Background: an optimization exercise with open tools, aiming at small area, a short achievable clock period and few clock cycles per item. Do not read the settings as production practice.
Power and IR drop assume default switching activity.

==> flow/design.v <==
package fshl_pkg;
	localparam int TEMP_W      = 10;
	localparam int LEVEL_W     = 3;
	localparam int RPM_W       = 16;
	localparam int CFG_IDX_W   = 3;
	localparam int CFG_DATA_W  = 64;
	localparam int NUM_REGS    = 7;
	localparam int LEVELS_DEF  = 7;
	localparam int BYTE_W      = 8;
	localparam int RPM_LSB     = 48;
	localparam int ON_CPU_LSB  = 0;
	localparam int ON_REG_LSB  = 8;
	localparam int ON_CHG_LSB  = 16;
	localparam int OFF_CPU_LSB = 24;
	localparam int OFF_REG_LSB = 32;
	localparam int OFF_CHG_LSB = 40;
	typedef logic signed [TEMP_W-1:0] temp_t;
	typedef logic [CFG_DATA_W-1:0]    level_word_t;
	typedef logic [RPM_W-1:0]         rpm_t;
	function automatic temp_t sbyte_ext(input logic [BYTE_W-1:0] b);
		sbyte_ext = {{(TEMP_W - BYTE_W){b[BYTE_W-1]}}, b};
	endfunction
	function automatic logic ugt(input logic [TEMP_W-1:0] a, input logic [TEMP_W-1:0] b,
	                             input int n);
		logic g;
		g = 1'b0;
		for (int i = 0; i < TEMP_W; i++) begin
			if (i < n) begin
				g = (a[i] & ~b[i]) | ((a[i] | ~b[i]) & g);
			end
		end
		ugt = g;
	endfunction
	function automatic logic sgt(input temp_t a, input temp_t b);
		sgt = ugt({~a[TEMP_W-1], a[TEMP_W-2:0]}, {~b[TEMP_W-1], b[TEMP_W-2:0]}, TEMP_W);
	endfunction
	function automatic logic t_hi(input temp_t t);
		t_hi = ~t[9] & (t[8] | t[7]);
	endfunction
	function automatic logic t_lo(input temp_t t);
		t_lo = t[9] & ~(t[8] & t[7]);
	endfunction
	function automatic logic gt_b(input temp_t t, input logic [BYTE_W-1:0] b);
		gt_b = t_hi(t) | (~t_lo(t) & ugt({2'b00, ~t[7], t[6:0]}, {2'b00, ~b[7], b[6:0]}, BYTE_W));
	endfunction
	function automatic logic lt_b(input temp_t t, input logic [BYTE_W-1:0] b);
		lt_b = t_lo(t) | (~t_hi(t) & ugt({2'b00, ~b[7], b[6:0]}, {2'b00, ~t[7], t[6:0]}, BYTE_W));
	endfunction
endpackage
module fshl_lane #(
	parameter bit DOWN = 1'b0
) (
	input  fshl_pkg::temp_t       t_cpu,
	input  fshl_pkg::temp_t       t_reg,
	input  fshl_pkg::temp_t       t_chg,
	input  logic [23:0]           pts,
	input  logic                  valid,
	input  logic                  zero_hit,
	output logic                  hit
);
	logic hit_pts;
	if (DOWN) begin : g_dn
		assign hit_pts = fshl_pkg::lt_b(t_cpu, pts[7:0]) && fshl_pkg::lt_b(t_reg, pts[15:8]) &&
		                 fshl_pkg::lt_b(t_chg, pts[23:16]);
	end else begin : g_up
		assign hit_pts = fshl_pkg::gt_b(t_cpu, pts[7:0]) ||
		                 (fshl_pkg::gt_b(t_reg, pts[15:8]) && fshl_pkg::gt_b(t_chg, pts[23:16]));
	end
	assign hit = valid ? hit_pts : zero_hit;
endmodule
module fshl_merge #(
	parameter int LEVELS = fshl_pkg::LEVELS_DEF,
	parameter int LW     = $clog2(LEVELS)
) (
	input  logic [LW-1:0]       lv_now,
	input  logic                fell,
	input  logic                rose,
	input  logic [LEVELS-1:0]   up_vec,
	input  logic [LEVELS-1:0]   dn_vec,
	output logic [LW-1:0]       lv_next
);
	logic [LW-1:0] lv_up;
	logic [LW-1:0] lv_dn;
	always_comb begin
		lv_up = LW'(LEVELS - 1);
		for (int j = LEVELS - 2; j >= 0; j--) begin
			if ((LW'(j) >= lv_now) && !up_vec[j]) begin
				lv_up = LW'(j);
			end
		end
	end
	always_comb begin
		lv_dn = '0;
		for (int j = 1; j < LEVELS; j++) begin
			if ((LW'(j) <= lv_now) && !dn_vec[j]) begin
				lv_dn = LW'(j);
			end
		end
	end
	always_comb begin
		if (fell) begin
			lv_next = lv_dn;
		end else if (rose) begin
			lv_next = lv_up;
		end else begin
			lv_next = lv_now;
		end
	end
endmodule
module fan_step_hysteresis_level #(
	parameter int LEVELS = fshl_pkg::LEVELS_DEF
) (
	input  logic                           clk,
	input  logic                           arst_n,
	input  logic                           in_valid,
	output logic                           in_stall,
	input  fshl_pkg::temp_t                cpu_temp,
	input  fshl_pkg::temp_t                temp_regulator,
	input  fshl_pkg::temp_t                charger_temp,
	input  logic                           powered,
	output logic                           out_valid,
	input  logic                           out_stall,
	output logic [fshl_pkg::RPM_W-1:0]     target_rpm,
	output logic [fshl_pkg::LEVEL_W-1:0]   fan_level,
	input  logic                           cfg_valid,
	output logic                           cfg_ready,
	input  logic [fshl_pkg::CFG_IDX_W-1:0] cfg_index,
	input  logic [fshl_pkg::CFG_DATA_W-1:0] cfg_data
);
	localparam int LW = $clog2(LEVELS);
	localparam int VW = 2 * LEVELS + 2;
	fshl_pkg::level_word_t level_reg_q [LEVELS];
	logic [LEVELS-1:0]     level_ok_q;
	fshl_pkg::temp_t last_cpu_q, last_reg_q, last_chg_q;
	logic            last_ok_q;
	logic          a0_v_q, a1_v_q;
	logic [VW-1:0] a0_q, a1_q;
	logic          in_stall_q;
	logic [LW-1:0]        level_now_q;
	logic                 out_valid_q;
	fshl_pkg::rpm_t       rpm_q;
	logic          in_acc, push, pop;
	logic          fell, rose, fell_l, rose_l, fell_0, rose_0;
	logic          up_zero, dn_zero;
	logic [LEVELS-1:0] up_vec, dn_vec;
	logic [VW-1:0] in_ent;
	logic [LW-1:0] lv_next;
	fshl_pkg::rpm_t rpm_next;
	assign cfg_ready = 1'b1;
	assign in_stall  = in_stall_q;
	assign in_acc    = in_valid && !in_stall_q;
	assign push      = in_acc && powered;
	assign pop       = a0_v_q && (!out_valid_q || !out_stall);
	for (genvar i = 0; i < LEVELS; i++) begin : g_tbl
		always_ff @(posedge clk) begin
			if (cfg_valid && (int'(cfg_index) == i)) begin
				level_reg_q[i] <= cfg_data;
			end
		end
	end
	always_ff @(posedge clk or negedge arst_n) begin
		if (!arst_n) begin
			level_ok_q <= '0;
		end else if (cfg_valid) begin
			for (int i = 0; i < LEVELS; i++) begin
				if (int'(cfg_index) == i) begin
					level_ok_q[i] <= 1'b1;
				end
			end
		end
	end
	always_ff @(posedge clk) begin
		if (push) begin
			last_cpu_q <= cpu_temp;
			last_reg_q <= temp_regulator;
			last_chg_q <= charger_temp;
		end
	end
	always_ff @(posedge clk or negedge arst_n) begin
		if (!arst_n) begin
			last_ok_q <= 1'b0;
		end else if (push) begin
			last_ok_q <= 1'b1;
		end
	end
	assign fell_l = fshl_pkg::sgt(last_cpu_q, cpu_temp) || fshl_pkg::sgt(last_reg_q, temp_regulator) ||
	                fshl_pkg::sgt(last_chg_q, charger_temp);
	assign rose_l = fshl_pkg::sgt(cpu_temp, last_cpu_q) || fshl_pkg::sgt(temp_regulator, last_reg_q) ||
	                fshl_pkg::sgt(charger_temp, last_chg_q);
	assign fell_0 = cpu_temp[9] || temp_regulator[9] || charger_temp[9];
	assign rose_0 = fshl_pkg::sgt(cpu_temp, '0) || fshl_pkg::sgt(temp_regulator, '0) || fshl_pkg::sgt(charger_temp, '0);
	assign fell   = last_ok_q ? fell_l : fell_0;
	assign rose   = last_ok_q ? rose_l : rose_0;
	assign up_zero = fshl_pkg::sgt(cpu_temp, '0) || (fshl_pkg::sgt(temp_regulator, '0) && fshl_pkg::sgt(charger_temp, '0));
	assign dn_zero = cpu_temp[9] && temp_regulator[9] && charger_temp[9];
	for (genvar g = 0; g < LEVELS; g++) begin : g_lane
		if (g < LEVELS - 1) begin : g_up
			fshl_lane #(.DOWN(1'b0)) u_up (
				.t_cpu    (cpu_temp),
				.t_reg    (temp_regulator),
				.t_chg    (charger_temp),
				.pts      (level_reg_q[g][23:0]),
				.valid    (level_ok_q[g]),
				.zero_hit (up_zero),
				.hit      (up_vec[g])
			);
		end else begin : g_up_none
			assign up_vec[g] = 1'b0;
		end
		if (g > 0) begin : g_dn
			fshl_lane #(.DOWN(1'b1)) u_dn (
				.t_cpu    (cpu_temp),
				.t_reg    (temp_regulator),
				.t_chg    (charger_temp),
				.pts      (level_reg_q[g][47:24]),
				.valid    (level_ok_q[g]),
				.zero_hit (dn_zero),
				.hit      (dn_vec[g])
			);
		end else begin : g_dn_none
			assign dn_vec[g] = 1'b0;
		end
	end
	assign in_ent = {fell, rose, dn_vec, up_vec};
	always_ff @(posedge clk or negedge arst_n) begin
		if (!arst_n) begin
			a0_v_q     <= 1'b0;
			a1_v_q     <= 1'b0;
			in_stall_q <= 1'b0;
		end else begin
			if (pop) begin
				a0_v_q <= a1_v_q || push;
				a1_v_q <= 1'b0;
			end else if (!a0_v_q) begin
				a0_v_q <= push;
			end else if (push) begin
				a1_v_q <= 1'b1;
			end
			in_stall_q <= a0_v_q && (a1_v_q || push) && !pop;
		end
	end
	always_ff @(posedge clk) begin
		if (pop || !a0_v_q) begin
			a0_q <= a1_v_q ? a1_q : in_ent;
		end
		if (!a1_v_q) begin
			a1_q <= in_ent;
		end
	end
	fshl_merge #(
		.LEVELS (LEVELS),
		.LW     (LW)
	) u_merge (
		.lv_now  (level_now_q),
		.fell    (a0_q[VW-1]),
		.rose    (a0_q[VW-2]),
		.dn_vec  (a0_q[2*LEVELS-1:LEVELS]),
		.up_vec  (a0_q[LEVELS-1:0]),
		.lv_next (lv_next)
	);
	always_comb begin
		rpm_next = '0;
		for (int i = 0; i < LEVELS; i++) begin
			if ((LW'(i) == lv_next) && level_ok_q[i]) begin
				rpm_next = level_reg_q[i][fshl_pkg::RPM_LSB +: fshl_pkg::RPM_W];
			end
		end
	end
	always_ff @(posedge clk or negedge arst_n) begin
		if (!arst_n) begin
			level_now_q <= '0;
			out_valid_q <= 1'b0;
		end else begin
			if (pop) begin
				level_now_q <= lv_next;
			end
			out_valid_q <= pop || (out_valid_q && out_stall);
		end
	end
	always_ff @(posedge clk) begin
		if (pop) begin
			rpm_q <= rpm_next;
		end
	end
	assign out_valid  = out_valid_q;
	assign target_rpm = rpm_q;
	assign fan_level  = fshl_pkg::LEVEL_W'(level_now_q);
endmodule
Settings: LEC_CHECK=0, CAP_MARGIN=20, CORE_MARGIN=2, CORE_UTILIZATION=40, SETUP_SLACK_MARGIN=3.0, SLEW_MARGIN=20; clock period 5.0 ns.
run.sh (not shown) runs the stock make flow with config.mk's settings and CLKGATE_MAP_FILE= SYNTH_SCRIPT=/design/flow/synth_recipe.tcl, a recipe that flattens the netlist after the stock synthesis.
The first run ran to the end with no violations.
Change:
--- a/flow/design.v
+++ b/flow/design.v
@@ -74,8 +74,6 @@
 ) (
 	input  logic [LW-1:0]       lv_now,
-	input  logic                fell,
-	input  logic                rose,
-	input  logic [LEVELS-1:0]   up_vec,
-	input  logic [LEVELS-1:0]   dn_vec,
+	input  logic                dir,
+	input  logic [LEVELS-2:0]   vec,
 	output logic [LW-1:0]       lv_next
 );
@@ -85,5 +83,5 @@
 		lv_up = LW'(LEVELS - 1);
 		for (int j = LEVELS - 2; j >= 0; j--) begin
-			if ((LW'(j) >= lv_now) && !up_vec[j]) begin
+			if ((LW'(j) >= lv_now) && !vec[j]) begin
 				lv_up = LW'(j);
 			end
@@ -93,18 +91,10 @@
 		lv_dn = '0;
 		for (int j = 1; j < LEVELS; j++) begin
-			if ((LW'(j) <= lv_now) && !dn_vec[j]) begin
+			if ((LW'(j) <= lv_now) && !vec[j-1]) begin
 				lv_dn = LW'(j);
 			end
 		end
 	end
-	always_comb begin
-		if (fell) begin
-			lv_next = lv_dn;
-		end else if (rose) begin
-			lv_next = lv_up;
-		end else begin
-			lv_next = lv_now;
-		end
-	end
+	assign lv_next = dir ? lv_dn : lv_up;
 endmodule
 module fan_step_hysteresis_level #(
@@ -129,5 +119,5 @@
 );
 	localparam int LW = $clog2(LEVELS);
-	localparam int VW = 2 * LEVELS + 2;
+	localparam int VW = LEVELS - 1;
 	fshl_pkg::level_word_t level_reg_q [LEVELS];
 	logic [LEVELS-1:0]     level_ok_q;
@@ -135,5 +125,5 @@
 	logic            last_ok_q;
 	logic          a0_v_q, a1_v_q;
-	logic [VW-1:0] a0_q, a1_q;
+	logic [VW:0]   a0_q, a1_q;
 	logic          in_stall_q;
 	logic [LW-1:0]        level_now_q;
@@ -144,5 +134,5 @@
 	logic          up_zero, dn_zero;
 	logic [LEVELS-1:0] up_vec, dn_vec;
-	logic [VW-1:0] in_ent;
+	logic [VW:0]   in_ent;
 	logic [LW-1:0] lv_next;
 	fshl_pkg::rpm_t rpm_next;
@@ -222,5 +212,6 @@
 		end
 	end
-	assign in_ent = {fell, rose, dn_vec, up_vec};
+	assign in_ent = fell ? {1'b1, dn_vec[LEVELS-1:1]} :
+	                rose ? {1'b0, up_vec[LEVELS-2:0]} : {1'b1, {VW{1'b0}}};
 	always_ff @(posedge clk or negedge arst_n) begin
 		if (!arst_n) begin
@@ -253,8 +244,6 @@
 	) u_merge (
 		.lv_now  (level_now_q),
-		.fell    (a0_q[VW-1]),
-		.rose    (a0_q[VW-2]),
-		.dn_vec  (a0_q[2*LEVELS-1:LEVELS]),
-		.up_vec  (a0_q[LEVELS-1:0]),
+		.dir     (a0_q[VW]),
+		.vec     (a0_q[VW-1:0]),
 		.lv_next (lv_next)
 	);
The new run passed the timing, DRC and antenna checks.
Synthesized area decreases by 0.78%.
Power fell by 9.9%.
Combinational power falls by 40%.
Setup slack gets better by 0.15 ns.
Non-clock buffer count is higher by 8.
Register-to-register slack gains 0.15 ns.
Routed wire length goes up by 11%.
Hold slack is better by 0.0052 ns.
Global-route usage rises by 1.9 points.
Core utilization shrinks by 0.23 points.
Clock skew grows by 0.0092 ns.
Function was not checked in any run of this note: the RTL went through the layout flow alone.

port drivers added, routing unchanged:
The results above use ideal ports. As a check the final layouts listed here were re-extracted and re-timed, cells and wires unchanged.
Step 1 (the two cells are an assumption about what drives the block):
set clk [get_ports {clk}]
set_driving_cell -lib_cell sky130_fd_sc_hd__clkbuf_16 $clk
set_driving_cell -lib_cell sky130_fd_sc_hd__buf_2 [delete_from_list [all_inputs] $clk]
Step 2 times the ports against the registers' clock, not the clock port: input delays grow and output delays shrink by t, the midpoint of the rising clock arrivals with the driver on.
Slacks: no drivers / after step 1 / after step 2; pairs: no drivers / after step 1.
| run | t (ns) | setup slack, ns | worst setup path at the end | clock arrival spread, ns |
|---|---|---|---|---|
| the first run | 0.637 | 2.167 / 2.138 / 1.501 | input to register | 0.018 / 0.017 |
| the second run | 0.652 | 2.319 / 2.321 / 1.669 | input to register | 0.030 / 0.030 |
After both steps every run listed still meets setup and hold. The setup slack of the first run, which loses most, moves by -0.029 ns with the drivers and by -0.666 ns with both steps.
